Source: an optimization exercise on an open RTL-to-GDS flow (aim: small area). Production flows keep margins and buffers that such runs may drop.
In this exercise RTL edits were held to simulation tests only and were not proved equivalent to the original.
Power is estimated from default activity; no workload was simulated.

$ cat design/flow/flow/run.sh
#!/bin/bash
# standard layout, with the port buffers made of the smallest buffer cell
cp standard.sh standard_sh_copy.log
export BUFFER_PORTS_ARGS="-buffer_cell sky130_fd_sc_hd__buf_1"
bash standard.sh REMOVE_ABC_BUFFERS=1 finish > standard.log 2>&1
$ cat design/flow/config.mk
export PLATFORM = sky130hd
export DESIGN_NAME = tcp_stats_monitor
export DESIGN_NICKNAME = tcp_stats_monitor
export VERILOG_FILES = /design/flow/design.v
export SDC_FILE = /design/flow/constraint.sdc
export NUM_CORES = 4
export LEC_CHECK = 0
export ABC_AREA = 1
export CAP_MARGIN = 20
export CORE_MARGIN = 2
export CORE_UTILIZATION = 65
export CTS_BUF_LIST = sky130_fd_sc_hd__clkbuf_16
export CTS_CLUSTER_DIAMETER = 100
export CTS_CLUSTER_SIZE = 30
export GPL_TIMING_DRIVEN = 0
export PLACE_DENSITY = 0.75
export SLEW_MARGIN = 20
$ cat design/flow/standard.sh
#!/bin/bash
# synth_recipe.tcl (not shown) runs the flow's synth.tcl, then flattens the netlist and writes it again
# the make line also repeats each setting of config.mk as NAME=value (left out here)
make -C /OpenROAD-flow-scripts/flow DESIGN_CONFIG=/design/flow/config.mk WORK_HOME=/design/flow/orfs CLKGATE_MAP_FILE= SYNTH_SCRIPT=/design/flow/synth_recipe.tcl "${@:-finish}"
$ cat design/flow/design.v
`timescale 1ns/1ps
module tcp_stats_monitor (
  input  logic        ap_clk,
  input  logic        ap_rst_n,
  input  logic        ap_start,
  input  logic [63:0] cnt_preset,
  input  logic        rx_tvalid,
  input  logic        rx_tready,
  input  logic [7:0]  rx_tkeep,
  input  logic        rx_tlast,
  input  logic        tx_tvalid,
  input  logic        tx_tready,
  input  logic [7:0]  tx_tkeep,
  input  logic        tx_tlast,
  input  logic        tx_status_tvalid,
  input  logic        tx_status_tready,
  input  logic [63:0] tx_status_tdata,
  input  logic        open_status_tvalid,
  input  logic        open_status_tready,
  input  logic [23:0] open_status_tdata,
  input  logic        close_tvalid,
  input  logic        close_tready,
  output logic        ap_done,
  output logic        ap_idle,
  output logic [41:0] rx_bytes,
  output logic [41:0] tx_bytes,
  output logic [31:0] rx_pkts,
  output logic [31:0] tx_pkts,
  output logic [31:0] sts_total,
  output logic [31:0] sts_good,
  output logic [31:0] open_total,
  output logic [31:0] open_good,
  output logic [63:0] exec_cycles
);
  logic       start_prev;
  logic       rx_fire, tx_fire;
  logic [3:0] rx_cnt, tx_cnt;
  assign rx_fire = rx_tvalid & rx_tready & ap_rst_n;
  assign tx_fire = tx_tvalid & tx_tready & ap_rst_n;
  always_comb begin
    rx_cnt = 4'd0;
    tx_cnt = 4'd0;
    for (int i = 0; i < 8; i++) begin
      rx_cnt = rx_cnt + {3'd0, rx_tkeep[i]};
      tx_cnt = tx_cnt + {3'd0, tx_tkeep[i]};
    end
  end
  logic       s1_start, s1_close, s1_rxp, s1_txp, s1_sts, s1_stsg, s1_open, s1_openg;
  logic [3:0] s1_rxb, s1_txb;
  always_ff @(posedge ap_clk) begin
    start_prev <= ap_start & ap_rst_n;
    s1_start   <= ap_start & ~start_prev & ap_rst_n;
    s1_close   <= close_tvalid & close_tready & ap_rst_n;
    s1_rxb     <= rx_fire ? rx_cnt : 4'd0;
    s1_rxp     <= rx_fire & rx_tlast;
    s1_txb     <= tx_fire ? tx_cnt : 4'd0;
    s1_txp     <= tx_fire & tx_tlast;
    s1_sts     <= tx_status_tvalid & tx_status_tready & ap_rst_n;
    s1_stsg    <= tx_status_tvalid & tx_status_tready & ap_rst_n
                  & ~tx_status_tdata[63] & ~tx_status_tdata[62];
    s1_open    <= open_status_tvalid & open_status_tready & ap_rst_n;
    s1_openg   <= open_status_tvalid & open_status_tready & ap_rst_n & open_status_tdata[16];
  end
  logic       s2_start, s2_close, s2_rxp, s2_txp, s2_sts, s2_stsg, s2_open, s2_openg;
  logic [3:0] s2_rxb, s2_txb;
  logic       rst_q;   
  always_ff @(posedge ap_clk) begin
    rst_q    <= ~ap_rst_n;
    s2_start <= s1_start;
    s2_close <= s1_close;
    s2_rxb   <= s1_rxb;
    s2_rxp   <= s1_rxp;
    s2_txb   <= s1_txb;
    s2_txp   <= s1_txp;
    s2_sts   <= s1_sts;
    s2_stsg  <= s1_stsg;
    s2_open  <= s1_open;
    s2_openg <= s1_openg;
  end
  logic live;    
  logic clear;   
  logic keep;    
  logic [63:0] pre;   
  assign live  = ap_rst_n & ~rst_q;
  assign clear = live & s2_start;
  assign keep  = ap_rst_n & ~clear;
  assign pre   = cnt_preset & {64{clear}};
  logic close_now;
  logic running;
  assign close_now = live & s2_close;
  always_ff @(posedge ap_clk) begin
    ap_done <= close_now;
    running <= ~close_now & (clear | (running & ap_rst_n));
  end
  assign ap_idle = ~running;
  logic [41:0] rx_bytes_d, tx_bytes_d;
  logic [31:0] rx_pkts_d, tx_pkts_d, sts_total_d, sts_good_d, open_total_d, open_good_d;
  logic [63:0] exec_cycles_d;
  stat_add #(.W(42), .IW(4)) u_rxb (.q(rx_bytes),   .pre(pre[41:0]), .keep, .inc(s2_rxb & {4{live}}), .d(rx_bytes_d));
  stat_add #(.W(42), .IW(4)) u_txb (.q(tx_bytes),   .pre(pre[41:0]), .keep, .inc(s2_txb & {4{live}}), .d(tx_bytes_d));
  stat_add #(.W(32), .IW(1)) u_rxp (.q(rx_pkts),    .pre(pre[31:0]), .keep, .inc(s2_rxp & live),   .d(rx_pkts_d));
  stat_add #(.W(32), .IW(1)) u_txp (.q(tx_pkts),    .pre(pre[31:0]), .keep, .inc(s2_txp & live),   .d(tx_pkts_d));
  stat_add #(.W(32), .IW(1)) u_st  (.q(sts_total),  .pre(pre[31:0]), .keep, .inc(s2_sts & live),   .d(sts_total_d));
  stat_add #(.W(32), .IW(1)) u_sg  (.q(sts_good),   .pre(pre[31:0]), .keep, .inc(s2_stsg & live),  .d(sts_good_d));
  stat_add #(.W(32), .IW(1)) u_ot  (.q(open_total), .pre(pre[31:0]), .keep, .inc(s2_open & live),  .d(open_total_d));
  stat_add #(.W(32), .IW(1)) u_og  (.q(open_good),  .pre(pre[31:0]), .keep, .inc(s2_openg & live), .d(open_good_d));
  stat_add #(.W(64), .IW(1)) u_ex  (.q(exec_cycles), .pre(pre),    .keep, .inc(running & keep),  .d(exec_cycles_d));
  always_ff @(posedge ap_clk) begin
    rx_bytes    <= rx_bytes_d;
    tx_bytes    <= tx_bytes_d;
    rx_pkts     <= rx_pkts_d;
    tx_pkts     <= tx_pkts_d;
    sts_total   <= sts_total_d;
    sts_good    <= sts_good_d;
    open_total  <= open_total_d;
    open_good   <= open_good_d;
    exec_cycles <= exec_cycles_d;
  end
endmodule
module stat_add #(
  parameter int W  = 32,
  parameter int IW = 1
) (
  input  logic [W-1:0]  q,
  input  logic [W-1:0]  pre,
  input  logic          keep,
  input  logic [IW-1:0] inc,
  output logic [W-1:0]  d
);
  logic [W-1:0] base;
  logic [W:IW]  c;   
  assign base = (q & {W{keep}}) | pre;
  assign {c[IW], d[IW-1:0]} = {1'b0, base[IW-1:0]} + {1'b0, inc};
  localparam int B = 4;   
  localparam int S = 4;   
  localparam int NB = (W - IW + B - 1) / B;
  localparam int NS = (NB + S - 1) / S;
  logic [NB-1:0] pb;         
  logic [NB:0]   cb;         
  logic [NS-1:0] ps;         
  logic [NS:0]   cs;         
  for (genvar k = 0; k < NB; k++) begin : g_pb
    localparam int LO = IW + k * B;
    localparam int HI = (LO + B - 1 < W - 1) ? LO + B - 1 : W - 1;
    assign pb[k] = &base[HI:LO];
  end
  for (genvar m = 0; m < NS; m++) begin : g_ps
    localparam int LO = m * S;
    localparam int HI = (LO + S - 1 < NB - 1) ? LO + S - 1 : NB - 1;
    assign ps[m] = &pb[HI:LO];
  end
  assign cs[0] = c[IW];
  for (genvar m = 0; m < NS; m++) begin : g_cs
    assign cs[m+1] = cs[m] & ps[m];
  end
  for (genvar k = 0; k < NB; k++) begin : g_cb
    if (k % S == 0) begin : g_first
      assign cb[k] = cs[k / S];
    end else begin : g_next
      assign cb[k] = cb[k-1] & pb[k-1];
    end
  end
  for (genvar i = IW; i < W; i++) begin : g_bit
    if ((i - IW) % B == 0) begin : g_first
      if (i > IW) begin : g_c
        assign c[i] = cb[(i - IW) / B];
      end
    end else begin : g_next
      assign c[i] = c[i-1] & base[i-1];
    end
    assign d[i] = base[i] ^ c[i];
  end
endmodule
$ cat design/flow/constraint.sdc
create_clock -name core_clock -period 4.0 [get_ports {ap_clk}]
set_input_delay 0.8000 -clock core_clock [delete_from_list [all_inputs] [get_ports {ap_clk}]]
set_output_delay 0.8000 -clock core_clock [all_outputs]
set_load 0.01 [all_outputs]
==> run summary, run 1 <==
# TYPE chip_impl_metric gauge
chip_impl_metric{name="worst_path_required",unit="ns"} 4.46
chip_impl_metric{name="fin_total_pwr",unit="W"} 0.00650
chip_impl_info{name="status",value="finished clean"} 1
chip_impl_info{name="synth.top_cells.by_count",value="750 x nand2_1, 376 x dfxtp_1, 262 x ha_1"} 1
chip_impl_metric{name="fin_worst_hold_slack",unit="ns"} 0.320
chip_impl_metric{name="grt-ovfl-total",unit=""} 0
chip_impl_metric{name="path_clk_slew",unit="ns"} 0.11
chip_impl_metric{name="ir_worst_vdd",unit="V"} 0.000343
chip_impl_metric{name="layout_worst_path_cycle_share",unit="%"} 94.6
chip_impl_metric{name="gp_routability_congestion",unit=""} 0.879
chip_impl_metric{name="vias",unit=""} 14000
chip_impl_metric{name="clock_skew",unit="ns"} 0.0218
chip_impl_metric{name="critical_path_buf_inv_count",unit=""} 4
chip_impl_metric{name="placement.cell_area",unit="µm²"} 18500
chip_impl_info{name="grt_setup_unrepaired",value="no"} 1
chip_impl_metric{name="grt_pass1_wl",unit="µm"} 68800
chip_impl_metric{name="grt_use_total",unit="%"} 32.9
chip_impl_metric{name="cts-buffers-inserted",unit=""} 16
chip_impl_info{name="top_delay_family_on_crit_path",value="simple AND/OR/NAND/NOR gates"} 1
chip_impl_metric{name="detailedPlacementHpwl",unit="µm"} 34100
chip_impl_metric{name="timing.max_slew.rel_slack",unit="%"} 61.7
chip_impl_metric{name="detail_route.iter0.violations",unit=""} 906
chip_impl_info{name="holdCritPathClass",value="flop to flop"} 1
chip_impl_metric{name="clkLatencyLatePin",unit="ns"} 0.53
chip_impl_metric{name="nets_final",unit=""} 2790
chip_impl_info{name="endpoint_kind",value="flop"} 1
chip_impl_metric{name="cellPowerDensity",unit="nW/µm²"} 337
chip_impl_metric{name="cts_h_tree_depth",unit=""} 1
chip_impl_metric{name="fin_area",unit="µm²"} 19300
chip_impl_metric{name="yosys.area.top_type_share",unit="%"} 45.2
chip_impl_metric{name="layout_cell_share_with_drive_strength_beyond_1",unit="%"} 3.25
chip_impl_metric{name="initial_antenna_violation_count",unit=""} 1
chip_impl_metric{name="final_ant_viol_nets",unit=""} 0
chip_impl_metric{name="setup_viol",unit=""} 0
chip_impl_metric{name="detail_route.wirelength",unit="µm"} 46100
chip_impl_metric{name="max_slew.worst_pin.slew",unit="ns"} 0.574
chip_impl_info{name="clk_root_buffer_cell",value="clkbuf_16"} 1
chip_impl_metric{name="drc_errors",unit=""} 0
chip_impl_metric{name="grt_pass1_vias",unit=""} 13500
chip_impl_metric{name="final-max-slew-violation-count",unit=""} 0
chip_impl_metric{name="asyncSetResetFlopFracSynth",unit="%"} 0
chip_impl_metric{name="clock_path_buffers",unit=""} 3
chip_impl_info{name="synth_top_flop_cell",value="dfxtp_1"} 1
chip_impl_metric{name="max-cap-violations",unit=""} 0
chip_impl_metric{name="delay_of_the_slowest_critical_path_stage",unit="ns"} 0.47
chip_impl_info{name="synth.largest_area_cell",value="dfxtp_1"} 1
chip_impl_metric{name="rows",unit=""} 58
chip_impl_info{name="synth_most_common_cell",value="nand2_1"} 1
chip_impl_metric{name="dpl.cell_count",unit=""} 2631
chip_impl_metric{name="synth_seq_area_share",unit="%"} 45.2
chip_impl_metric{name="ys_warn_count",unit=""} 1
chip_impl_metric{name="tritoncts_num_sinks",unit=""} 376
chip_impl_info{name="crit_slowest_cell",value="fa_1"} 1
chip_impl_info{name="start_kind",value="flop"} 1
chip_impl_metric{name="grt_start_max_net_pins",unit=""} 134
chip_impl_info{name="tritoncts_clock_tree",value="done"} 1
chip_impl_metric{name="initial_core_util",unit="%"} 66.1
chip_impl_metric{name="min_period",unit="ns"} 3.79
chip_impl_metric{name="final-instance-count-excl-fill",unit=""} 2666
chip_impl_metric{name="buffer_ports.inserted",unit=""} 439
chip_impl_metric{name="critPathArrivalTime",unit="ns"} 4.25
chip_impl_metric{name="die-height",unit="µm"} 164
chip_impl_metric{name="synth.cell_area",unit="µm²"} 16600
chip_impl_metric{name="crit_fanout",unit=""} 16
chip_impl_metric{name="cts_hold_buffers",unit=""} 0
chip_impl_info{name="critical_path_class",value="flop to flop"} 1
chip_impl_info{name="critical_path.cell_chain",value="inv_2 -> nand3_4 -> clkinv_16 -> nand2_2 -> nand2_1 -> ha_1 -> inv_1 -> fa_1 -> o21ai_2 -> nand2_1 -> nor2_4 -> nand3_2 -> nor2_2 -> nand4_1 -> inv_1 -> ha_1 -> ha_1 -> ha_1 -> xor2_1"} 1
chip_impl_metric{name="synth-edff-count",unit=""} 0
chip_impl_metric{name="achievable-frequency",unit="MHz"} 264
chip_impl_info{name="synth_top_cells_by_area",value="dfxtp_1 45%, ha_1 20%, nand2_1 17%"} 1
chip_impl_metric{name="die_width",unit="µm"} 164
chip_impl_metric{name="viasPerCell",unit=""} 5.26
chip_impl_metric{name="routed_wire_per_std_cell",unit="µm"} 17.3
chip_impl_metric{name="core-area",unit="µm²"} 25200
chip_impl_metric{name="synth.distinct_cells",unit=""} 32
chip_impl_metric{name="postSynthCellCount",unit=""} 1906
chip_impl_metric{name="syn2layout_area_growth",unit="%"} 15.9
chip_impl_metric{name="synth.avg_cell_area",unit="µm²"} 8.73
chip_impl_info{name="cpMostUsedCell",value="ha_1"} 1
chip_impl_metric{name="finalHoldViolCount",unit=""} 0
chip_impl_metric{name="p_leak",unit="nW"} 11.3
chip_impl_metric{name="synth_seq_cells",unit=""} 376
chip_impl_metric{name="die_area",unit="µm²"} 26900
chip_impl_metric{name="drt_first_pass_iters",unit=""} 5
chip_impl_metric{name="io-pin-count",unit=""} 525
[through the flow]
stage / utilization [%] / TNS [ns] / worst slack [ns]
2_1_floorplan: - / -338.24 / -1.90
3_3_place_gp: 73.3 / -1553.38 / -5.82
3_5_place_dp: 73.6 / -194.16 / -1.78
4_1_cts: 76.1 / -0.00342 / -0.00342
5_1_grt: 76.6 / 0 / 0.0337
6_report: 76.6 / 0 / 0.214
[area by class of cell]
cell class | instances | area (µm²)
multi-input cells | 1367 | 8490
clock buffers | 17 | 425
repair buffers | 454 | 1890
fillers | 1904 | 5890
inverters | 117 | 492
repair inverters | 3 | 31.3
flip-flops and latches | 376 | 7530
well taps | 330 | 413
clock inverters | 1 | 16.3
diodes | 1 | 2.50
[timing repair]
action                                  in CTS  in global routing
gates cloned                                 5                  2
setup buffers                                2                  7
pin swaps                                    1                  3
gates resized for setup                     16                  7
hold endpoints to repair                     0                  0
endpoints found under the setup margin     164                 23
[where the power goes]
group / internal [W] / switching (W) / leakage, nW
Combinational: 0.000206 / 0.000405 / 8.01
Clock: 0.000782 / 0.00117 / 0.217
Sequential: 0.00387 / 0.0000626 / 3.05
Total: 0.00486 / 0.00164 / 11.3
[per-layer routing]
metal	track usage (%)	vias to the layer above	share of wire [%]
met4	16.2	0	5.6
li1	-	6946	-
met1	38.5	6457	39
met3	7.47	119	8.0
met2	57.0	514	47
met5	0	-	0
[worst paths after layout]
| check | from | to | slack, ns | depth (start not counted) |
|---|---|---|---|---|
| setup / recovery | rst_q$_DFF_P_ | tx_bytes[39]$_DFF_P_ | 0.21 | 19 |
| hold / removal | s1_rxb[0]$_SDFF_PN0_ | s2_rxb[0]$_DFF_P_ | 0.32 | 0 |
| setup reg to reg | rst_q$_DFF_P_ | tx_bytes[39]$_DFF_P_ | 0.21 | 19 |
| hold reg to reg | s1_rxb[0]$_SDFF_PN0_ | s2_rxb[0]$_DFF_P_ | 0.32 | 0 |
[registers in the layout, indices dropped and copies added, names as in the netlist, 32 cells and up]
register     count
tx_pkts         32
open_good       32
rx_bytes        42
sts_total       32
exec_cycles     64
rx_pkts         32
tx_bytes        42
open_total      32
sts_good        32
[logic make-up (layout without fill, tap and decap cells)]
kind of cell | count (synthesis) | after routing | synth area share [%]
flip-flops | 376 | 376 | 45.2
buffers and inverters | 164 | 592 | 4.17
AND/OR/NAND/NOR | 971 | 972 | 23.6
AO/OA/AOI/OAI | 33 | 33 | 1.35
other | 0 | 1 | 0
adder cells (fa/ha/maj) | 272 | 272 | 20.9
XOR/XNOR | 90 | 90 | 4.74
[cell usage in the layout, fill, tap and decap left out, drive strengths merged, types with 2 or more instances in the layout]
cell type	count
a21oi	8
a22o	15
buf	451
bufbuf	3
clkbuf	17
clkinv	2
dfxtp	376
fa	10
ha	262
inv	119
nand2	767
nand3	63
nand4	33
nor2	94
nor3	10
nor3b	3
nor4	2
o21ai	8
xnor2	2
xor2	88
==> run 2, diff against run 1 <==
==> design/flow/flow/run.sh (replaced) <==
#!/bin/bash
# standard layout, with the port buffers made of the smallest buffer cell and
# gates on paths with positive slack downsized after global routing
cp standard.sh standard_sh_copy.log
export BUFFER_PORTS_ARGS="-buffer_cell sky130_fd_sc_hd__buf_1"
bash standard.sh RECOVER_POWER=100 finish > standard.log 2>&1
==> run 2 against run 1 <==
Effect of this change:
- largest cell class unchanged
- global-route usage up 2.8 points
- combinational power increased by 2%
- via count grew 3.5%
- final cell count increased by 1.1%
- total power is 1.3% higher
- synthesized cell count unchanged
- sequential power is essentially flat
- worst setup slack worse by 0.021 ns
- sequential cell count is the same
==> run summary, run 2 <==
# TYPE chip_impl_metric gauge
chip_impl_info{name="status",value="finished clean"} 1
chip_impl_metric{name="ys_warn_count",unit=""} 1
chip_impl_metric{name="net-switching-power",unit="W"} 0.00167
chip_impl_info{name="registers.top_by_ff_count",value="exec_cycles"} 1
chip_impl_metric{name="synth.cell_area",unit="µm²"} 16600
chip_impl_metric{name="nets_final",unit=""} 2819
chip_impl_info{name="synth_most_common_cell",value="nand2_1"} 1
chip_impl_metric{name="grt_pass1_wl",unit="µm"} 73600
chip_impl_metric{name="routed_wire_per_std_cell",unit="µm"} 18.4
chip_impl_info{name="min_from",value="s1_txb[0]$_SDFF_PN0_"} 1
chip_impl_metric{name="detailedPlacementHpwl",unit="µm"} 38700
chip_impl_metric{name="largest_register_ffs",unit=""} 64
chip_impl_metric{name="vias",unit=""} 14500
chip_impl_metric{name="power.internal",unit="W"} 0.00492
chip_impl_info{name="synth.top_cells.by_count",value="750 x nand2_1, 376 x dfxtp_1, 262 x ha_1"} 1
chip_impl_metric{name="io-pin-count",unit=""} 525
chip_impl_metric{name="gp_routability_congestion",unit=""} 0.925
chip_impl_metric{name="worst_hold_path.num_cells",unit=""} 0
chip_impl_metric{name="path_clk_slew",unit="ns"} 0.11
chip_impl_metric{name="clkLatencyLatePin",unit="ns"} 0.53
chip_impl_metric{name="achievable-frequency",unit="MHz"} 263
chip_impl_info{name="worst_r2r_endpoint",value="tx_bytes[39]$_DFF_P_"} 1
chip_impl_metric{name="initial_antenna_violation_count",unit=""} 1
chip_impl_metric{name="timing.max_slew.rel_slack",unit="%"} 61.9
chip_impl_metric{name="max_slew.worst_pin.slew",unit="ns"} 0.571
chip_impl_metric{name="yosys.area.top_type_share",unit="%"} 45.2
chip_impl_metric{name="initial_core_util",unit="%"} 66.1
chip_impl_metric{name="die_width",unit="µm"} 164
chip_impl_info{name="final_common_cell",value="nand2_1"} 1
chip_impl_metric{name="grt_pass1_vias",unit=""} 14100
chip_impl_metric{name="drc_errors",unit=""} 0
chip_impl_metric{name="postSynthCellCount",unit=""} 1906
chip_impl_metric{name="dpl.cell_count",unit=""} 2675
chip_impl_metric{name="switching_fraction",unit="%"} 25.3
chip_impl_metric{name="synth.avg_cell_area",unit="µm²"} 8.73
chip_impl_metric{name="delay_of_the_slowest_critical_path_stage",unit="ns"} 0.47
chip_impl_info{name="holdCritPathClass",value="flop to flop"} 1
chip_impl_metric{name="drt_first_pass_iters",unit=""} 5
chip_impl_metric{name="final-max-slew-violation-count",unit=""} 0
chip_impl_metric{name="seq_power_share",unit="%"} 59.8
chip_impl_metric{name="ir_worst_vdd",unit="V"} 0.000381
chip_impl_metric{name="max-cap-violations",unit=""} 0
chip_impl_metric{name="cts_h_tree_depth",unit=""} 1
chip_impl_info{name="crit_slowest_cell",value="fa_1"} 1
chip_impl_metric{name="die-height",unit="µm"} 164
chip_impl_metric{name="rows",unit=""} 58
chip_impl_metric{name="detail_route.iter0.violations",unit=""} 1013
chip_impl_metric{name="fin_worst_hold_slack",unit="ns"} 0.331
chip_impl_metric{name="asyncSetResetFlopFracSynth",unit="%"} 0
chip_impl_metric{name="buffer_ports.inserted",unit=""} 439
chip_impl_metric{name="setup_viol",unit=""} 0
chip_impl_metric{name="layout_cell_share_with_drive_strength_beyond_1",unit="%"} 4.31
chip_impl_info{name="largestRegisters",value="exec_cycles: 64 flops, rx_bytes: 42 flops, tx_bytes: 42 flops"} 1
chip_impl_metric{name="critPathArrivalTime",unit="ns"} 4.26
chip_impl_info{name="critical_path.cell_chain",value="buf_2 -> nand3_4 -> nand2_4 -> inv_2 -> buf_8 -> buf_12 -> nand2_1 -> nand2_1 -> ha_1 -> inv_1 -> fa_1 -> o21ai_2 -> nand2_1 -> nor2_4 -> nand3_2 -> nor2_4 -> nand4_1 -> inv_1 -> ha_1 -> ha_1 -> ha_1 -> xor2_1"} 1
chip_impl_metric{name="syn2layout_area_growth",unit="%"} 16.3
chip_impl_info{name="synth_top_cells_by_area",value="dfxtp_1 45%, ha_1 20%, nand2_1 17%"} 1
chip_impl_metric{name="final_ant_viol_nets",unit=""} 0
chip_impl_metric{name="final-instance-count-excl-fill",unit=""} 2696
chip_impl_info{name="final_cell_mix",value="748 x nand2_1, 431 x buf_1, 375 x dfxtp_1"} 1
chip_impl_metric{name="p_leak",unit="nW"} 11.4
chip_impl_metric{name="synth-edff-count",unit=""} 0
chip_impl_metric{name="worst_path_required",unit="ns"} 4.45
chip_impl_metric{name="die_area",unit="µm²"} 26900
chip_impl_metric{name="cellPowerDensity",unit="nW/µm²"} 341
chip_impl_metric{name="layout_worst_path_cycle_share",unit="%"} 95.2
chip_impl_metric{name="synth_seq_cells",unit=""} 376
chip_impl_metric{name="clock_skew",unit="ns"} 0.0191
chip_impl_metric{name="grt-ovfl-total",unit=""} 0
chip_impl_info{name="start_kind",value="input pin"} 1
chip_impl_metric{name="detail_route.wirelength",unit="µm"} 49500
chip_impl_metric{name="synth.distinct_cells",unit=""} 32
chip_impl_metric{name="ff2ff_setup_slack",unit="ns"} 0.25
chip_impl_info{name="timing.rr.start",value="s2_start$_DFF_P_"} 1
chip_impl_info{name="endpoint_kind",value="flop"} 1
chip_impl_info{name="cpMostUsedCell",value="ha_1"} 1
chip_impl_info{name="min_delay_worst_endpoint",value="s2_txb[0]$_DFF_P_"} 1
chip_impl_metric{name="synth_seq_area_share",unit="%"} 45.2
chip_impl_info{name="critical_path_class",value="input pin to flop"} 1
chip_impl_metric{name="min_period",unit="ns"} 3.81
chip_impl_metric{name="crit_fanout",unit=""} 14
chip_impl_metric{name="cts-buffers-inserted",unit=""} 16
chip_impl_metric{name="fin_area",unit="µm²"} 19300
chip_impl_metric{name="pwr-share-clk",unit="%"} 30.8
chip_impl_metric{name="r2r.worst_path.cells",unit=""} 21
chip_impl_info{name="clk_root_buffer_cell",value="clkbuf_16"} 1
chip_impl_metric{name="grt_start_max_net_pins",unit=""} 31
chip_impl_info{name="synth_top_flop_cell",value="dfxtp_1"} 1
chip_impl_metric{name="core-area",unit="µm²"} 25200
chip_impl_metric{name="placement.cell_area",unit="µm²"} 18700
chip_impl_metric{name="cts_hold_buffers",unit=""} 0
chip_impl_metric{name="grt_use_total",unit="%"} 35.7
chip_impl_metric{name="tritoncts_num_sinks",unit=""} 376
chip_impl_metric{name="finalHoldViolCount",unit=""} 0
chip_impl_metric{name="pwr-share-comb",unit="%"} 9.5
chip_impl_metric{name="viasPerCell",unit=""} 5.39
chip_impl_metric{name="clock_path_buffers",unit=""} 3
chip_impl_info{name="synth.largest_area_cell",value="dfxtp_1"} 1
chip_impl_metric{name="fin_total_pwr",unit="W"} 0.00659
chip_impl_info{name="tritoncts_clock_tree",value="done"} 1
## run 2: cell types whose count changed in the layout (fill, tap and decap cells not counted), moves of 2 or more
cell	previous run	this run
bufbuf_16	3	1
clkinv_16	2	0
nand2_2	16	14
buf_1	438	431
buf_6	0	3
nand2_4	3	5
buf_16	2	0
clkbuf_1	0	11
buf_2	0	27
## run 2: critical path: cells and delay by family
family / cells / cell delay [ns]
buffers and inverters: 6 / 0.78
and+or+nand+nor: 9 / 1.12
xor gates and xnor gates: 1 / 0.17
AOI/OAI and AO/OA: 1 / 0.23
adders and majority gates: 5 / 1.12
## run 2: how the worst max path moves through the flow
| stage | startpoint | to | cells after the start |
|---|---|---|---|
| final | ap_rst_n | tx_bytes[39]$_DFF_P_ | 22 |
| after global placement | ap_rst_n | tx_bytes[27]$_DFF_P_ | 19 |
| after detailed placement | ap_rst_n | tx_bytes[27]$_DFF_P_ | 19 |
| after CTS | ap_rst_n | tx_bytes[39]$_DFF_P_ | 20 |
| after global routing | ap_rst_n | tx_bytes[39]$_DFF_P_ | 22 |
| after floorplan | ap_rst_n | rx_bytes[34]$_DFF_P_ | 23 |
## run 2: power by group through the flow
stage / Sequential (W) / Clock, W / Combinational (W)
after CTS: 0.00393 / 0.00204 / 0.000621
after detailed placement: 0.00402 / 0 / 0.000611
after global placement: 0.00401 / 0 / 0.000591
after floorplan: 0.00407 / 0 / 0.000294
after global routing: 0.00395 / 0.00216 / 0.000695
final: 0.00394 / 0.00203 / 0.000623
## run 2: per-stage QoR
stage	setup TNS, ns	worst slack (ns)	utilization [%]
2_1_floorplan	0	0.0209	-
3_3_place_gp	-287.60	-1.94	74.3
3_5_place_dp	-318.27	-2.14	74.3
4_1_cts	0	0.0170	76.5
5_1_grt	-0.00509	-0.00509	76.8
6_report	0	0.193	76.8
## run 2: repair_timing
| action | in CTS | in global routing |
|---|---|---|
| endpoints found under the setup margin | 255 | 28 |
| gates resized for setup | 18 | 15 |
| pin swaps | 1 | 4 |
| buffers inserted | 0 | 4 |
| gates cloned | 1 | 0 |
## run 2: kinds of logic (layout without fill, tap and decap cells)
family                     after synthesis  in the layout  share of synthesized area, %
AOI/OAI and AO/OA                       33             33                          1.35
buffers and inverters                  164            623                          4.17
adders and majority gates              272            272                          20.9
xor gates and xnor gates                90             90                          4.74
DFF                                    376            376                          45.2
and+or+nand+nor                        971            971                          23.6
other                                    0              1                             0
## run 2: cell type report
type                       count  area, µm²
antenna                        1       2.50
buffer                        43        284
clock buffer                  17        425
clock inverter                 2       41.3
fill                        1941       5830
inverter                     117        442
multi-input combinational   1366       8500
sequential                   376       7530
tap                          330        413
timing repair buffer         444       1710
## run 2: layer usage
layer  GRT usage (%)  vias to the layer above  share of wire, %
met5               0                        -                 0
met4            19.3                        0               6.3
met3            8.31                      154               9.2
met2            61.0                      617                46
met1            41.4                     6736                39
li1                -                     7014                 -
==> run 3, diff against run 2 <==
==> design/flow/flow/run.sh (replaced) <==
#!/bin/bash
# standard layout, with the port buffers made of the smallest buffer cell and
# gates on paths with positive slack downsized (to any footprint) after global routing
cp standard.sh standard_sh_copy.log
export BUFFER_PORTS_ARGS="-buffer_cell sky130_fd_sc_hd__buf_1"
bash standard.sh RECOVER_POWER=100 MATCH_CELL_FOOTPRINT=0 finish > standard.log 2>&1
==> run 3 against run 2 <==
Effect of this change:
- maximum frequency is 0.59% lower
- total power barely moved
- first-iteration DRC count rose by 2.0%
- global-route usage barely moved
- final area barely moved
- final cell count up 0.11%
- sequential power about the same
- non-clock buffer count is 3 higher
- clock power about the same
- critical endpoint is now open_total[28]$_DFF_P_
- largest cell class unchanged
- highest routed layer unchanged
==> run summary, run 3 <==
# TYPE chip_impl_metric gauge
chip_impl_info{name="worstSetupEndpoint",value="open_total[28]$_DFF_P_"} 1
chip_impl_metric{name="worst_hold_path.num_cells",unit=""} 0
chip_impl_info{name="final_cell_mix",value="748 x nand2_1, 431 x buf_1, 375 x dfxtp_1"} 1
chip_impl_metric{name="dpl.cell_count",unit=""} 2675
chip_impl_info{name="critical_path_class",value="input pin to flop"} 1
chip_impl_metric{name="max-cap-violations",unit=""} 0
chip_impl_metric{name="fin_total_pwr",unit="W"} 0.00659
chip_impl_metric{name="vias",unit=""} 14500
chip_impl_info{name="synth.top_cells.by_count",value="750 x nand2_1, 376 x dfxtp_1, 262 x ha_1"} 1
chip_impl_metric{name="die_width",unit="µm"} 164
chip_impl_metric{name="clkLatencyLatePin",unit="ns"} 0.53
chip_impl_metric{name="grt_pass1_wl",unit="µm"} 73700
chip_impl_metric{name="synth_seq_cells",unit=""} 376
chip_impl_metric{name="cellPowerDensity",unit="nW/µm²"} 340
chip_impl_metric{name="detail_route.wirelength",unit="µm"} 49700
chip_impl_metric{name="nets_final",unit=""} 2822
chip_impl_metric{name="grt_use_total",unit="%"} 35.7
chip_impl_metric{name="layout_cell_share_with_drive_strength_beyond_1",unit="%"} 4.39
chip_impl_metric{name="sequential_cell_area",unit="µm²"} 7530
chip_impl_metric{name="drt_first_pass_iters",unit=""} 5
chip_impl_info{name="largestRegisters",value="exec_cycles: 64 flops, rx_bytes: 42 flops, tx_bytes: 42 flops"} 1
chip_impl_metric{name="achievable-frequency",unit="MHz"} 261
chip_impl_metric{name="ff2ff_setup_slack",unit="ns"} 0.22
chip_impl_metric{name="rows",unit=""} 58
chip_impl_metric{name="setup-tns-final",unit="ns"} 0
chip_impl_metric{name="yosys.area.top_type_share",unit="%"} 45.2
chip_impl_metric{name="path_clk_slew",unit="ns"} 0.11
chip_impl_metric{name="grt-ovfl-total",unit=""} 0
chip_impl_metric{name="ys_warn_count",unit=""} 1
chip_impl_metric{name="p_leak",unit="nW"} 11.4
chip_impl_metric{name="tritoncts_num_sinks",unit=""} 376
chip_impl_info{name="crit_slowest_cell",value="nor2_1"} 1
chip_impl_metric{name="detailedPlacementHpwl",unit="µm"} 38700
chip_impl_metric{name="gp_routability_congestion",unit=""} 0.925
chip_impl_info{name="grt_setup_unrepaired",value="no"} 1
chip_impl_metric{name="timing.max_slew.rel_slack",unit="%"} 62.0
chip_impl_metric{name="die-height",unit="µm"} 164
chip_impl_metric{name="drc_errors",unit=""} 0
chip_impl_info{name="worst_r2r_endpoint",value="open_total[28]$_DFF_P_"} 1
chip_impl_metric{name="synth_seq_area_share",unit="%"} 45.2
chip_impl_metric{name="cts-buffers-inserted",unit=""} 16
chip_impl_metric{name="place_worst_setup_slack",unit="ns"} -2.14
chip_impl_metric{name="cts_h_tree_depth",unit=""} 1
chip_impl_metric{name="layout_worst_path_cycle_share",unit="%"} 95.7
chip_impl_metric{name="multiInputGateArea",unit="µm²"} 8500
chip_impl_metric{name="routed_wire_per_std_cell",unit="µm"} 18.4
chip_impl_metric{name="synth.avg_cell_area",unit="µm²"} 8.73
chip_impl_info{name="synth_top_cells_by_area",value="dfxtp_1 45%, ha_1 20%, nand2_1 17%"} 1
chip_impl_metric{name="grt_pass1_vias",unit=""} 14100
chip_impl_info{name="synth.largest_area_cell",value="dfxtp_1"} 1
chip_impl_metric{name="postSynthCellCount",unit=""} 1906
chip_impl_metric{name="setup_viol",unit=""} 0
chip_impl_info{name="final_common_cell",value="nand2_1"} 1
chip_impl_info{name="holdCritPathClass",value="flop to flop"} 1
chip_impl_metric{name="viasPerCell",unit=""} 5.38
chip_impl_metric{name="synth-edff-count",unit=""} 0
chip_impl_metric{name="final-instance-count-excl-fill",unit=""} 2699
chip_impl_metric{name="crit_fanout",unit=""} 14
chip_impl_info{name="registers.top_by_ff_count",value="exec_cycles"} 1
chip_impl_metric{name="buffer_ports.inserted",unit=""} 439
chip_impl_metric{name="worst_path_required",unit="ns"} 4.45
chip_impl_metric{name="final-max-slew-violation-count",unit=""} 0
chip_impl_metric{name="die_area",unit="µm²"} 26900
chip_impl_metric{name="cts_hold_buffers",unit=""} 0
chip_impl_metric{name="initial_antenna_violation_count",unit=""} 1
chip_impl_metric{name="io-pin-count",unit=""} 525
chip_impl_metric{name="r2r.worst_path.cells",unit=""} 19
chip_impl_metric{name="largest_register_ffs",unit=""} 64
chip_impl_metric{name="max_slew.worst_pin.slew",unit="ns"} 0.570
chip_impl_metric{name="synth.cell_area",unit="µm²"} 16600
chip_impl_info{name="synth_most_common_cell",value="nand2_1"} 1
chip_impl_info{name="min_from",value="s1_txb[0]$_SDFF_PN0_"} 1
chip_impl_metric{name="finalHoldViolCount",unit=""} 0
chip_impl_info{name="synth_top_flop_cell",value="dfxtp_1"} 1
chip_impl_metric{name="ir_worst_vdd",unit="V"} 0.000382
chip_impl_metric{name="detail_route.iter0.violations",unit=""} 1033
chip_impl_info{name="timing.rr.start",value="s2_start$_DFF_P_"} 1
chip_impl_metric{name="clock_skew",unit="ns"} 0.0190
chip_impl_metric{name="final_ant_viol_nets",unit=""} 0
chip_impl_metric{name="timing.critical_path.depth",unit=""} 20
chip_impl_metric{name="min_period",unit="ns"} 3.83
chip_impl_metric{name="critPathArrivalTime",unit="ns"} 4.28
chip_impl_metric{name="critical_path_buf_inv_count",unit=""} 5
chip_impl_info{name="tritoncts_clock_tree",value="done"} 1
chip_impl_info{name="setup.worst_path.start",value="ap_rst_n"} 1
chip_impl_metric{name="grt_start_max_net_pins",unit=""} 31
chip_impl_metric{name="synth.distinct_cells",unit=""} 32
chip_impl_info{name="clk_root_buffer_cell",value="clkbuf_16"} 1
chip_impl_metric{name="core-area",unit="µm²"} 25200
chip_impl_metric{name="timing.final.ws_setup",unit="ns"} 0.171
chip_impl_metric{name="clock_path_buffers",unit=""} 3
chip_impl_info{name="status",value="finished clean"} 1
chip_impl_metric{name="initial_core_util",unit="%"} 66.1
chip_impl_info{name="start_kind",value="input pin"} 1
chip_impl_metric{name="asyncSetResetFlopFracSynth",unit="%"} 0
chip_impl_metric{name="syn2layout_area_growth",unit="%"} 16.3
chip_impl_metric{name="final_util",unit="%"} 76.9
chip_impl_info{name="endpoint_kind",value="flop"} 1
chip_impl_info{name="top_delay_family_on_crit_path",value="simple AND/OR/NAND/NOR gates"} 1
chip_impl_metric{name="delay_of_the_slowest_critical_path_stage",unit="ns"} 0.37
chip_impl_metric{name="n_fill_cell",unit=""} 1935
chip_impl_info{name="critical_path.cell_chain",value="buf_2 -> nand3_4 -> nand2_4 -> inv_2 -> buf_8 -> buf_12 -> buf_6 -> nand2_1 -> nand2_1 -> ha_1 -> nand2_1 -> nor2_1 -> nand3_1 -> nor2_1 -> nand2_1 -> nor2_1 -> ha_1 -> ha_1 -> ha_1 -> xor2_1"} 1
## run 3: cell counts after synthesis
No cell type changed its count.
## run 3: worst min-delay path by stage
| stage | endpoint | slack [ns] |
|---|---|---|
| 2_1_floorplan | s2_close$_DFF_P_ | 0.31 |
| 3_3_place_gp | s2_rxb[3]$_DFF_P_ | 0.31 |
| 3_5_place_dp | s2_rxb[3]$_DFF_P_ | 0.31 |
| 4_1_cts | s2_txb[0]$_DFF_P_ | 0.33 |
| 5_1_grt | s2_rxb[1]$_DFF_P_ | 0.33 |
| 6_report | s2_txb[0]$_DFF_P_ | 0.33 |
## run 3: power by group
group          internal, W  total (W)  switching, W
sequential         0.00387    0.00394     0.0000652
clock             0.000845    0.00203       0.00119
combinational     0.000204   0.000623      0.000419
total              0.00492    0.00659       0.00167
## run 3: metrics by stage
step | instance area (µm²) | hold slack (ns)
2_1_floorplan | 16700 | 0.310
3_3_place_gp | 18700 | 0.310
3_5_place_dp | 18700 | 0.312
4_1_cts | 19300 | 0.329
5_1_grt | 19400 | 0.334
6_report | 19400 | 0.332
## run 3: worst reg2reg max path: stages, from the launching register on
cell,delay [ns]
dfxtp_1,0.38
nand3_4,0.17
nand2_4,0.11
inv_2,0.11
buf_8,0.17
buf_12,0.18
buf_6,0.16
nand2_1,0.06
nand2_1,0.06
ha_1,0.18
nand2_1,0.06
nor2_1,0.37
nand3_1,0.30
nor2_1,0.35
nand2_1,0.24
nor2_1,0.18
ha_1,0.17
ha_1,0.15
ha_1,0.16
xor2_1,0.15
## run 3: cell type report
class / instances / share of cell area, %
multi-input combinational: 1366 / 43.9
tap: 330 / 2.13
clock inverter: 2 / 0.213
buffer: 43 / 1.47
inverter: 117 / 2.28
antenna: 1 / 0.0129
timing repair buffer: 447 / 8.90
clock buffer: 17 / 2.20
sequential: 376 / 38.9
## run 3: logic make-up (layout without fill, tap and decap cells)
logic type	after synthesis	count (layout)	share of synthesized area, %
other	0	1	0
buffers and inverters	164	626	4.17
AO/OA/AOI/OAI	33	33	1.35
flip-flops	376	376	45.2
adder cells (fa/ha/maj)	272	272	20.9
XOR/XNOR	90	90	4.74
AND/OR/NAND/NOR	971	971	23.6
## run 3: per-layer routing
layer	global-route usage [%]	vias to the layer above	wire length (µm)
met3	8.48	150	4740
li1	-	7021	-
met1	41.5	6710	19000
met2	60.9	636	22900
met5	0	-	0
met4	19.4	0	3060
## run 3: what timing repair did
item,4_1_cts,5_1_grt
setup buffers,1,6
resized for setup,22,14
pin swaps,1,4
gates cloned,1,0
setup endpoints to repair,255,31
==> run 4, diff against run 3 <==
==> design/flow/flow/run.sh (replaced) <==
#!/bin/bash
# standard layout, with the port buffers made of the smallest buffer cell
cp standard.sh standard_sh_copy.log
export BUFFER_PORTS_ARGS="-buffer_cell sky130_fd_sc_hd__buf_1"
bash standard.sh > standard.log 2>&1
--- a/design/flow/config.mk
+++ b/design/flow/config.mk
@@ -9,9 +9,9 @@
 export CAP_MARGIN = 20
 export CORE_MARGIN = 2
 export CORE_UTILIZATION = 65
-export CTS_BUF_LIST = sky130_fd_sc_hd__clkbuf_16
-export CTS_CLUSTER_DIAMETER = 100
-export CTS_CLUSTER_SIZE = 30
+export CTS_BUF_LIST = sky130_fd_sc_hd__clkbuf_8
+export CTS_CLUSTER_DIAMETER = 50
+export CTS_CLUSTER_SIZE = 20
 export GPL_TIMING_DRIVEN = 0
 export PLACE_DENSITY = 0.75
 export SLEW_MARGIN = 20
==> run 4 against run 3 <==
Effect of this change:
- sequential share of layout area shrank 0.58 points
- utilization grew 1.2 points
- synthesized area is the same
- clock power grew 25%
- final cell count grew 1.6%
==> run summary, run 4 <==
# TYPE chip_impl_metric gauge
chip_impl_info{name="status",value="finished clean"} 1
chip_impl_metric{name="detailedPlacementHpwl",unit="µm"} 38700
chip_impl_metric{name="clock_skew",unit="ns"} 0.0272
chip_impl_metric{name="postSynthCellCount",unit=""} 1906
chip_impl_metric{name="layout_worst_path_cycle_share",unit="%"} 95.4
chip_impl_metric{name="asyncSetResetFlopFracSynth",unit="%"} 0
chip_impl_metric{name="yosys.area.top_type_share",unit="%"} 45.2
chip_impl_metric{name="grt_pass1_vias",unit=""} 14300
chip_impl_metric{name="die_width",unit="µm"} 164
chip_impl_metric{name="n_fill_cell",unit=""} 1876
chip_impl_metric{name="max-cap-violations",unit=""} 0
chip_impl_metric{name="viasPerCell",unit=""} 5.39
chip_impl_metric{name="die_area",unit="µm²"} 26900
chip_impl_metric{name="clkLatencyLatePin",unit="ns"} 0.57
chip_impl_metric{name="buffer_ports.inserted",unit=""} 439
chip_impl_metric{name="synth.cell_area",unit="µm²"} 16600
chip_impl_metric{name="synth-edff-count",unit=""} 0
chip_impl_metric{name="p_leak",unit="nW"} 11.5
chip_impl_metric{name="ys_warn_count",unit=""} 1
chip_impl_metric{name="largest_register_ffs",unit=""} 64
chip_impl_metric{name="gp_routability_congestion",unit=""} 0.925
chip_impl_metric{name="io-pin-count",unit=""} 525
chip_impl_metric{name="synth_seq_area_share",unit="%"} 45.2
chip_impl_info{name="critical_path_class",value="input pin to flop"} 1
chip_impl_metric{name="worst_path_required",unit="ns"} 4.49
chip_impl_metric{name="power.internal",unit="W"} 0.00517
chip_impl_metric{name="timing.max_slew.rel_slack",unit="%"} 62.6
chip_impl_metric{name="ir_worst_vdd",unit="V"} 0.000346
chip_impl_metric{name="achievable-frequency",unit="MHz"} 262
chip_impl_metric{name="detail_route.wirelength",unit="µm"} 50400
chip_impl_metric{name="max_slew.worst_pin.slew",unit="ns"} 0.561
chip_impl_info{name="registers.top_by_ff_count",value="exec_cycles"} 1
chip_impl_metric{name="multiInputGateArea",unit="µm²"} 8490
chip_impl_metric{name="drc_errors",unit=""} 0
chip_impl_metric{name="core-area",unit="µm²"} 25200
chip_impl_metric{name="pwr-share-comb",unit="%"} 8.8
chip_impl_metric{name="crit_fanout",unit=""} 19
chip_impl_metric{name="die-height",unit="µm"} 164
chip_impl_metric{name="setup-tns-final",unit="ns"} 0
chip_impl_metric{name="final-max-slew-violation-count",unit=""} 0
chip_impl_metric{name="cts-buffers-inserted",unit=""} 36
chip_impl_metric{name="tritoncts_num_sinks",unit=""} 376
chip_impl_info{name="endpoint_kind",value="flop"} 1
chip_impl_metric{name="drt_first_pass_iters",unit=""} 7
chip_impl_metric{name="sequential_cell_area",unit="µm²"} 7530
chip_impl_metric{name="grt_start_max_net_pins",unit=""} 20
chip_impl_metric{name="switching_fraction",unit="%"} 27.1
chip_impl_info{name="synth.largest_area_cell",value="dfxtp_1"} 1
chip_impl_metric{name="detail_route.iter0.violations",unit=""} 1095
chip_impl_metric{name="seq_power_share",unit="%"} 55.4
chip_impl_metric{name="net-switching-power",unit="W"} 0.00192
chip_impl_metric{name="pwr-share-clk",unit="%"} 35.7
chip_impl_metric{name="synth.avg_cell_area",unit="µm²"} 8.73
chip_impl_metric{name="clock_path_buffers",unit=""} 3
chip_impl_metric{name="initial_antenna_violation_count",unit=""} 1
chip_impl_metric{name="path_clk_slew",unit="ns"} 0.11
chip_impl_metric{name="synth.distinct_cells",unit=""} 32
chip_impl_metric{name="initial_core_util",unit="%"} 66.1
chip_impl_metric{name="grt_pass1_wl",unit="µm"} 74900
chip_impl_metric{name="grt_use_total",unit="%"} 36.4
chip_impl_metric{name="fin_worst_hold_slack",unit="ns"} 0.332
chip_impl_info{name="synth_top_cells_by_area",value="dfxtp_1 45%, ha_1 20%, nand2_1 17%"} 1
chip_impl_info{name="synth_top_flop_cell",value="dfxtp_1"} 1
chip_impl_info{name="start_kind",value="input pin"} 1
chip_impl_metric{name="grt-ovfl-total",unit=""} 0
chip_impl_info{name="largestRegisters",value="exec_cycles: 64 flops, rx_bytes: 42 flops, tx_bytes: 42 flops"} 1
chip_impl_info{name="synth_most_common_cell",value="nand2_1"} 1
chip_impl_metric{name="cellPowerDensity",unit="nW/µm²"} 361
chip_impl_metric{name="setup_viol",unit=""} 0
chip_impl_metric{name="routed_wire_per_std_cell",unit="µm"} 18.4
chip_impl_info{name="grt_setup_unrepaired",value="no"} 1
chip_impl_metric{name="critPathArrivalTime",unit="ns"} 4.30
chip_impl_metric{name="final_ant_viol_nets",unit=""} 0
chip_impl_metric{name="syn2layout_area_growth",unit="%"} 18.1
chip_impl_metric{name="vias",unit=""} 14800
chip_impl_metric{name="min_period",unit="ns"} 3.82
chip_impl_info{name="clk_root_buffer_cell",value="clkbuf_8"} 1
chip_impl_info{name="synth.top_cells.by_count",value="750 x nand2_1, 376 x dfxtp_1, 262 x ha_1"} 1
chip_impl_info{name="final_cell_mix",value="748 x nand2_1, 438 x buf_1, 375 x dfxtp_1"} 1
chip_impl_metric{name="nets_final",unit=""} 2840
chip_impl_info{name="final_common_cell",value="nand2_1"} 1
chip_impl_metric{name="layout_cell_share_with_drive_strength_beyond_1",unit="%"} 6.06
chip_impl_metric{name="cts_h_tree_depth",unit=""} 2
chip_impl_info{name="holdCritPathClass",value="flop to flop"} 1
chip_impl_info{name="tritoncts_clock_tree",value="done"} 1
chip_impl_metric{name="rows",unit=""} 58
chip_impl_metric{name="synth_seq_cells",unit=""} 376
chip_impl_metric{name="finalHoldViolCount",unit=""} 0
[run 4: cell count changes in the layout (fill, tap and decap cells not counted), sizes merged, moves of 6 or more]
cell      delta
clkbuf      +12
clkinvlp     +6
buf          +7
clkinv       +7
inv          +8
[run 4: layout make-up]
type | instances | area share (%)
buffer | 43 | 1.45
clock buffer | 39 | 2.73
multi-input combinational | 1366 | 43.2
antenna | 1 | 0.0127
clock inverter | 24 | 1.17
sequential | 376 | 38.3
timing repair buffer | 445 | 8.75
inverter | 117 | 2.26
tap | 330 | 2.10
[run 4: repair_timing]
action,4_1_cts,5_1_grt
setup endpoints to repair,250,40
gates cloned,1,0
hold buffers,0,0
endpoints found under the hold margin,0,0
buffers inserted,0,5
gates resized for setup,17,16
pin swaps,1,4
[run 4: through the flow]
step / instances / area [µm²] / power (W) / setup WS [ns] / util [%]
final: 2741 / 19700 / 0.00710 / 0.185 / 78.0
after CTS: 2735 / 19600 / 0.00709 / 0.0164 / 77.7
after global routing: 2741 / 19700 / 0.00732 / 0.00139 / 78.0
after detailed placement: 2675 / 18700 / 0.00463 / -2.14 / 74.3
after global placement: 2675 / 18700 / 0.00461 / -1.94 / 74.3
after floorplan: 1906 / 16700 / 0.00436 / 0.0209 / -
[run 4: cell families after synthesis]
| kind of cell | synth area share, % |
|---|---|
| AND/OR/NAND/NOR | 23.6 |
| adder cells (fa/ha/maj) | 20.9 |
| AO/OA/AOI/OAI | 1.35 |
| flip-flops | 45.2 |
| buffers and inverters | 4.17 |
| XOR/XNOR | 4.74 |
[run 4: path summary, 6_finish.rpt]
path                            slack (ns)                   end  cells after the start                  from
worst min-delay path                  0.33     s2_rxb[3]$_DFF_P_                      0  s1_rxb[3]$_SDFF_PN0_
worst min register to register        0.33     s2_rxb[3]$_DFF_P_                      0  s1_rxb[3]$_SDFF_PN0_
worst max register to register        0.22  tx_bytes[39]$_DFF_P_                     22         rst_q$_DFF_P_
worst max-delay path                  0.18  tx_bytes[39]$_DFF_P_                     20              ap_rst_n
[run 4: routing by layer]
layer | vias up | track usage, % | wire, µm
li1 | 7080 | - | -
met1 | 6862 | 41.7 | 19400
met2 | 665 | 61.3 | 23300
met3 | 160 | 9.52 | 4550
met4 | 0 | 21.4 | 3100
met5 | - | 0 | 0
[run 4: critical path: stages]
cell,delay (ns)
buf_2,0.22
nand3_4,0.20
inv_6,0.17
buf_12,0.20
nand2_4,0.12
nand2_1,0.10
ha_1,0.15
inv_1,0.06
fa_1,0.47
o21ai_2,0.23
nand2_1,0.11
nor2_2,0.24
nand3_4,0.15
nor2_4,0.14
nand4_1,0.15
inv_1,0.10
ha_1,0.16
ha_1,0.18
ha_1,0.17
xor2_1,0.17
[run 4: power by group through the flow]
stage                     combinational (W)  clock, W  sequential (W)
after floorplan                    0.000294         0         0.00407
after global placement             0.000591         0         0.00401
after detailed placement           0.000611         0         0.00402
after CTS                          0.000621   0.00253         0.00393
after global routing               0.000698   0.00268         0.00395
final                              0.000627   0.00254         0.00393
==> run 5, diff against run 4 <==
--- a/design/flow/design.v
+++ b/design/flow/design.v
@@ -63,48 +63,40 @@
   end
   logic       s2_start, s2_close, s2_rxp, s2_txp, s2_sts, s2_stsg, s2_open, s2_openg;
   logic [3:0] s2_rxb, s2_txb;
-  logic       rst_q;   
   always_ff @(posedge ap_clk) begin
-    rst_q    <= ~ap_rst_n;
-    s2_start <= s1_start;
-    s2_close <= s1_close;
-    s2_rxb   <= s1_rxb;
-    s2_rxp   <= s1_rxp;
-    s2_txb   <= s1_txb;
-    s2_txp   <= s1_txp;
-    s2_sts   <= s1_sts;
-    s2_stsg  <= s1_stsg;
-    s2_open  <= s1_open;
-    s2_openg <= s1_openg;
+    s2_start <= s1_start & ap_rst_n;
+    s2_close <= s1_close & ap_rst_n;
+    s2_rxb   <= s1_rxb & {4{ap_rst_n}};
+    s2_rxp   <= s1_rxp & ap_rst_n;
+    s2_txb   <= s1_txb & {4{ap_rst_n}};
+    s2_txp   <= s1_txp & ap_rst_n;
+    s2_sts   <= s1_sts & ap_rst_n;
+    s2_stsg  <= s1_stsg & ap_rst_n;
+    s2_open  <= s1_open & ap_rst_n;
+    s2_openg <= s1_openg & ap_rst_n;
   end
-  logic live;    
-  logic clear;   
-  logic keep;    
+  logic keep;         
   logic [63:0] pre;   
-  assign live  = ap_rst_n & ~rst_q;
-  assign clear = live & s2_start;
-  assign keep  = ap_rst_n & ~clear;
-  assign pre   = cnt_preset & {64{clear}};
-  logic close_now;
   logic running;
-  assign close_now = live & s2_close;
+  assign keep = ap_rst_n & ~s2_start;
+  assign pre  = cnt_preset & {64{s2_start & ap_rst_n}};
   always_ff @(posedge ap_clk) begin
-    ap_done <= close_now;
-    running <= ~close_now & (clear | (running & ap_rst_n));
+    ap_done <= s2_close & ap_rst_n;
+    running <= ap_rst_n & ~s2_close & (s2_start | running);
   end
   assign ap_idle = ~running;
   logic [41:0] rx_bytes_d, tx_bytes_d;
   logic [31:0] rx_pkts_d, tx_pkts_d, sts_total_d, sts_good_d, open_total_d, open_good_d;
   logic [63:0] exec_cycles_d;
-  stat_add #(.W(42), .IW(4)) u_rxb (.q(rx_bytes),   .pre(pre[41:0]), .keep, .inc(s2_rxb & {4{live}}), .d(rx_bytes_d));
-  stat_add #(.W(42), .IW(4)) u_txb (.q(tx_bytes),   .pre(pre[41:0]), .keep, .inc(s2_txb & {4{live}}), .d(tx_bytes_d));
-  stat_add #(.W(32), .IW(1)) u_rxp (.q(rx_pkts),    .pre(pre[31:0]), .keep, .inc(s2_rxp & live),   .d(rx_pkts_d));
-  stat_add #(.W(32), .IW(1)) u_txp (.q(tx_pkts),    .pre(pre[31:0]), .keep, .inc(s2_txp & live),   .d(tx_pkts_d));
-  stat_add #(.W(32), .IW(1)) u_st  (.q(sts_total),  .pre(pre[31:0]), .keep, .inc(s2_sts & live),   .d(sts_total_d));
-  stat_add #(.W(32), .IW(1)) u_sg  (.q(sts_good),   .pre(pre[31:0]), .keep, .inc(s2_stsg & live),  .d(sts_good_d));
-  stat_add #(.W(32), .IW(1)) u_ot  (.q(open_total), .pre(pre[31:0]), .keep, .inc(s2_open & live),  .d(open_total_d));
-  stat_add #(.W(32), .IW(1)) u_og  (.q(open_good),  .pre(pre[31:0]), .keep, .inc(s2_openg & live), .d(open_good_d));
-  stat_add #(.W(64), .IW(1)) u_ex  (.q(exec_cycles), .pre(pre),    .keep, .inc(running & keep),  .d(exec_cycles_d));
+  stat_add #(.W(42), .IW(4)) u_rxb (.q(rx_bytes),    .pre(pre[41:0]), .keep, .rst_n(ap_rst_n), .inc(s2_rxb),   .d(rx_bytes_d));
+  stat_add #(.W(42), .IW(4)) u_txb (.q(tx_bytes),    .pre(pre[41:0]), .keep, .rst_n(ap_rst_n), .inc(s2_txb),   .d(tx_bytes_d));
+  stat_add #(.W(32), .IW(1)) u_rxp (.q(rx_pkts),     .pre(pre[31:0]), .keep, .rst_n(ap_rst_n), .inc(s2_rxp),   .d(rx_pkts_d));
+  stat_add #(.W(32), .IW(1)) u_txp (.q(tx_pkts),     .pre(pre[31:0]), .keep, .rst_n(ap_rst_n), .inc(s2_txp),   .d(tx_pkts_d));
+  stat_add #(.W(32), .IW(1)) u_st  (.q(sts_total),   .pre(pre[31:0]), .keep, .rst_n(ap_rst_n), .inc(s2_sts),   .d(sts_total_d));
+  stat_add #(.W(32), .IW(1)) u_sg  (.q(sts_good),    .pre(pre[31:0]), .keep, .rst_n(ap_rst_n), .inc(s2_stsg),  .d(sts_good_d));
+  stat_add #(.W(32), .IW(1)) u_ot  (.q(open_total),  .pre(pre[31:0]), .keep, .rst_n(ap_rst_n), .inc(s2_open),  .d(open_total_d));
+  stat_add #(.W(32), .IW(1)) u_og  (.q(open_good),   .pre(pre[31:0]), .keep, .rst_n(ap_rst_n), .inc(s2_openg), .d(open_good_d));
+  stat_add #(.W(64), .IW(1)) u_ex  (.q(exec_cycles), .pre(pre),       .keep, .rst_n(ap_rst_n), .inc(running & ~s2_start), .d(exec_cycles_d));
   always_ff @(posedge ap_clk) begin
     rx_bytes    <= rx_bytes_d;
     tx_bytes    <= tx_bytes_d;
@@ -124,13 +116,16 @@
   input  logic [W-1:0]  q,
   input  logic [W-1:0]  pre,
   input  logic          keep,
+  input  logic          rst_n,   
   input  logic [IW-1:0] inc,
   output logic [W-1:0]  d
 );
   logic [W-1:0] base;
   logic [W:IW]  c;   
   assign base = (q & {W{keep}}) | pre;
-  assign {c[IW], d[IW-1:0]} = {1'b0, base[IW-1:0]} + {1'b0, inc};
+  logic [IW-1:0] low;
+  assign {c[IW], low} = {1'b0, base[IW-1:0]} + {1'b0, inc};
+  assign d[IW-1:0] = low & {IW{rst_n}};
   localparam int B = 4;   
   localparam int S = 4;   
   localparam int NB = (W - IW + B - 1) / B;
--- a/design/flow/config.mk
+++ b/design/flow/config.mk
@@ -9,9 +9,9 @@
 export CAP_MARGIN = 20
 export CORE_MARGIN = 2
 export CORE_UTILIZATION = 65
-export CTS_BUF_LIST = sky130_fd_sc_hd__clkbuf_8
-export CTS_CLUSTER_DIAMETER = 50
-export CTS_CLUSTER_SIZE = 20
+export CTS_BUF_LIST = sky130_fd_sc_hd__clkbuf_16
+export CTS_CLUSTER_DIAMETER = 100
+export CTS_CLUSTER_SIZE = 30
 export GPL_TIMING_DRIVEN = 0
 export PLACE_DENSITY = 0.75
 export SLEW_MARGIN = 20
==> run 5 against run 4 <==
Effect of this change:
- still clean on timing, DRC and antenna
- global-route usage down 0.59 points
- sequential power about the same
- sequential share of layout area down 0.11 points
- combinational power up 3%
- synthesized cell count up 2.0%
- wire length up 1.6%
- total power down 7.9%
- count of clock-buffer cells in the layout down 22
- critical path type unchanged
- critical endpoint unchanged
- largest power group unchanged
==> run summary, run 5 <==
# TYPE chip_impl_metric gauge
chip_impl_metric{name="post_synth_mux_area_share",unit="%"} 0
chip_impl_info{name="start_kind",value="input pin"} 1
chip_impl_metric{name="ir_worst_vdd",unit="V"} 0.000402
chip_impl_metric{name="postSynthCellCount",unit=""} 1945
chip_impl_metric{name="placement.cell_area",unit="µm²"} 19100
chip_impl_info{name="synth.top_cells.by_count",value="780 x nand2_1, 375 x dfxtp_1, 262 x ha_1"} 1
chip_impl_metric{name="ff2ff_setup_slack",unit="ns"} 0.29
chip_impl_metric{name="final-instance-count-excl-fill",unit=""} 2743
chip_impl_metric{name="largest_register_ffs",unit=""} 64
chip_impl_info{name="min_from",value="start_prev$_DFF_P_"} 1
chip_impl_info{name="status",value="finished clean"} 1
chip_impl_metric{name="synth_seq_area_share",unit="%"} 44.1
chip_impl_metric{name="p_leak",unit="nW"} 11.6
chip_impl_metric{name="grt_use_total",unit="%"} 35.8
chip_impl_info{name="registers.top_by_ff_count",value="exec_cycles"} 1
chip_impl_metric{name="rows",unit=""} 59
chip_impl_metric{name="grt_pass1_vias",unit=""} 14000
chip_impl_metric{name="max_slew.worst_pin.slew",unit="ns"} 0.534
chip_impl_metric{name="asyncSetResetFlopFracSynth",unit="%"} 0
chip_impl_metric{name="max-cap-violations",unit=""} 0
chip_impl_metric{name="worst_path_required",unit="ns"} 4.45
chip_impl_metric{name="synthAdderAreaFrac",unit="%"} 20.4
chip_impl_metric{name="vias",unit=""} 14800
==> run 5: cells by family (layout without fill, tap and decap cells) <==
family                   Yosys count  count (layout)
flip-flops                       375             375
other                              0               3
XOR/XNOR                          90              90
AO/OA/AOI/OAI                     28              28
buffers and inverters            181             641
AND/OR/NAND/NOR                  999             999
adder cells (fa/ha/maj)          272             272
==> run 5: cell type report <==
class / instances / area (µm²) / area share (%)
diodes: 3 / 7.51 / 0.0382
plain buffers: 50 / 384 / 1.95
clock buffers: 17 / 425 / 2.16
clock inverters: 1 / 16.3 / 0.0828
inverters: 125 / 474 / 2.41
multi-input cells: 1389 / 8700 / 44.3
flip-flops and latches: 375 / 7510 / 38.2
well taps: 335 / 419 / 2.13
repair buffers: 448 / 1720 / 8.75
==> run 5: how the worst max path moves through the flow <==
stage / from / endpoint / slack, ns
after floorplan: ap_rst_n / rx_bytes[34]$_DFF_P_ / 0.01
after global placement: ap_rst_n / rx_bytes[39]$_DFF_P_ / -1.09
after detailed placement: ap_rst_n / rx_bytes[39]$_DFF_P_ / -1.13
after CTS: s2_start$_DFF_P_ / tx_bytes[39]$_DFF_P_ / 0.0003
after global routing: ap_rst_n / tx_bytes[39]$_DFF_P_ / 0.06
final: ap_rst_n / tx_bytes[39]$_DFF_P_ / 0.26
==> run 5: power breakdown <==
part | internal (W) | leakage (nW) | switching, W | total [W]
clock network | 0.000783 | 0.217 | 0.00120 | 0.00198
registers | 0.00385 | 3.04 | 0.0000605 | 0.00391
logic | 0.000212 | 8.33 | 0.000432 | 0.000644
total | 0.00485 | 11.6 | 0.00169 | 0.00653
==> run 5: per-stage QoR <==
step,utilization (%),hold WS (ns)
6_report,75.9,0.390
5_1_grt,75.8,0.412
4_1_cts,75.5,0.392
3_5_place_dp,73.7,0.386
3_3_place_gp,73.7,0.374
2_1_floorplan,-,0.368
==> run 5: routing by layer <==
| metal | GRT usage (%) | up-vias | part of all wire [%] |
|---|---|---|---|
| met5 | 0 | - | 0 |
| met1 | 40.6 | 6937 | 38 |
| met3 | 7.70 | 139 | 7.9 |
| li1 | - | 7125 | - |
| met2 | 63.8 | 588 | 49 |
| met4 | 17.7 | 0 | 5.8 |
==> run 5: worst max-delay path: stages <==
cell and delay [ns]:
buf_4 0.15, inv_2 0.06, nor2_4 0.19, buf_12 0.14
buf_12 0.19, nand2_1 0.08, nand2_1 0.06, ha_1 0.13
inv_1 0.06, fa_1 0.43, nand3b_1 0.19, nand2_2 0.14
nand3_2 0.11, nor2_4 0.14, nand4_1 0.24, nor2_4 0.23
nand3_1 0.13, inv_1 0.08, ha_1 0.14, ha_1 0.15
ha_1 0.17, xor2_1 0.16
==> run 5: timing repair <==
| item | in CTS | in global routing |
|---|---|---|
| endpoints found under the setup margin | 81 | 27 |
| resized for setup | 15 | 7 |
| pin swaps | 2 | 3 |
| setup buffers | 0 | 10 |

separate check: timing with driven ports:
The results above use ideal ports. As a check the final layouts listed here were re-extracted and re-timed, cells and wires unchanged. Step 1 assumes that a clkbuf_16 drives the clock port and a buf_2 every other input. Step 2 adds t to the input delays and takes it off the output delays; t is the mean of the earliest and latest rising clock arrival at the registers after step 1. Input paths then give back, and output paths get back, about the clock's delay inside the block. Three values: ideal ports, drivers, drivers and shift; two values: the first two.
run	t (ns)	setup WS [ns]	worst data-port slew with drivers (ns)
run 1	0.571	0.214 / 0.214 / -0.330	0.09
run 2	0.572	0.193 / 0.222 / -0.349	0.08
run 3	0.571	0.171 / 0.200 / -0.371	0.07
run 4	0.601	0.185 / 0.208 / -0.393	0.08
run 5	0.568	0.261 / 0.285 / -0.283	0.08
With both steps, setup timing fails in every run listed, where it was met with ideal ports. For run 4, which loses most, drivers alone change the setup slack by +0.023 ns; drivers and shift together by -0.578 ns.
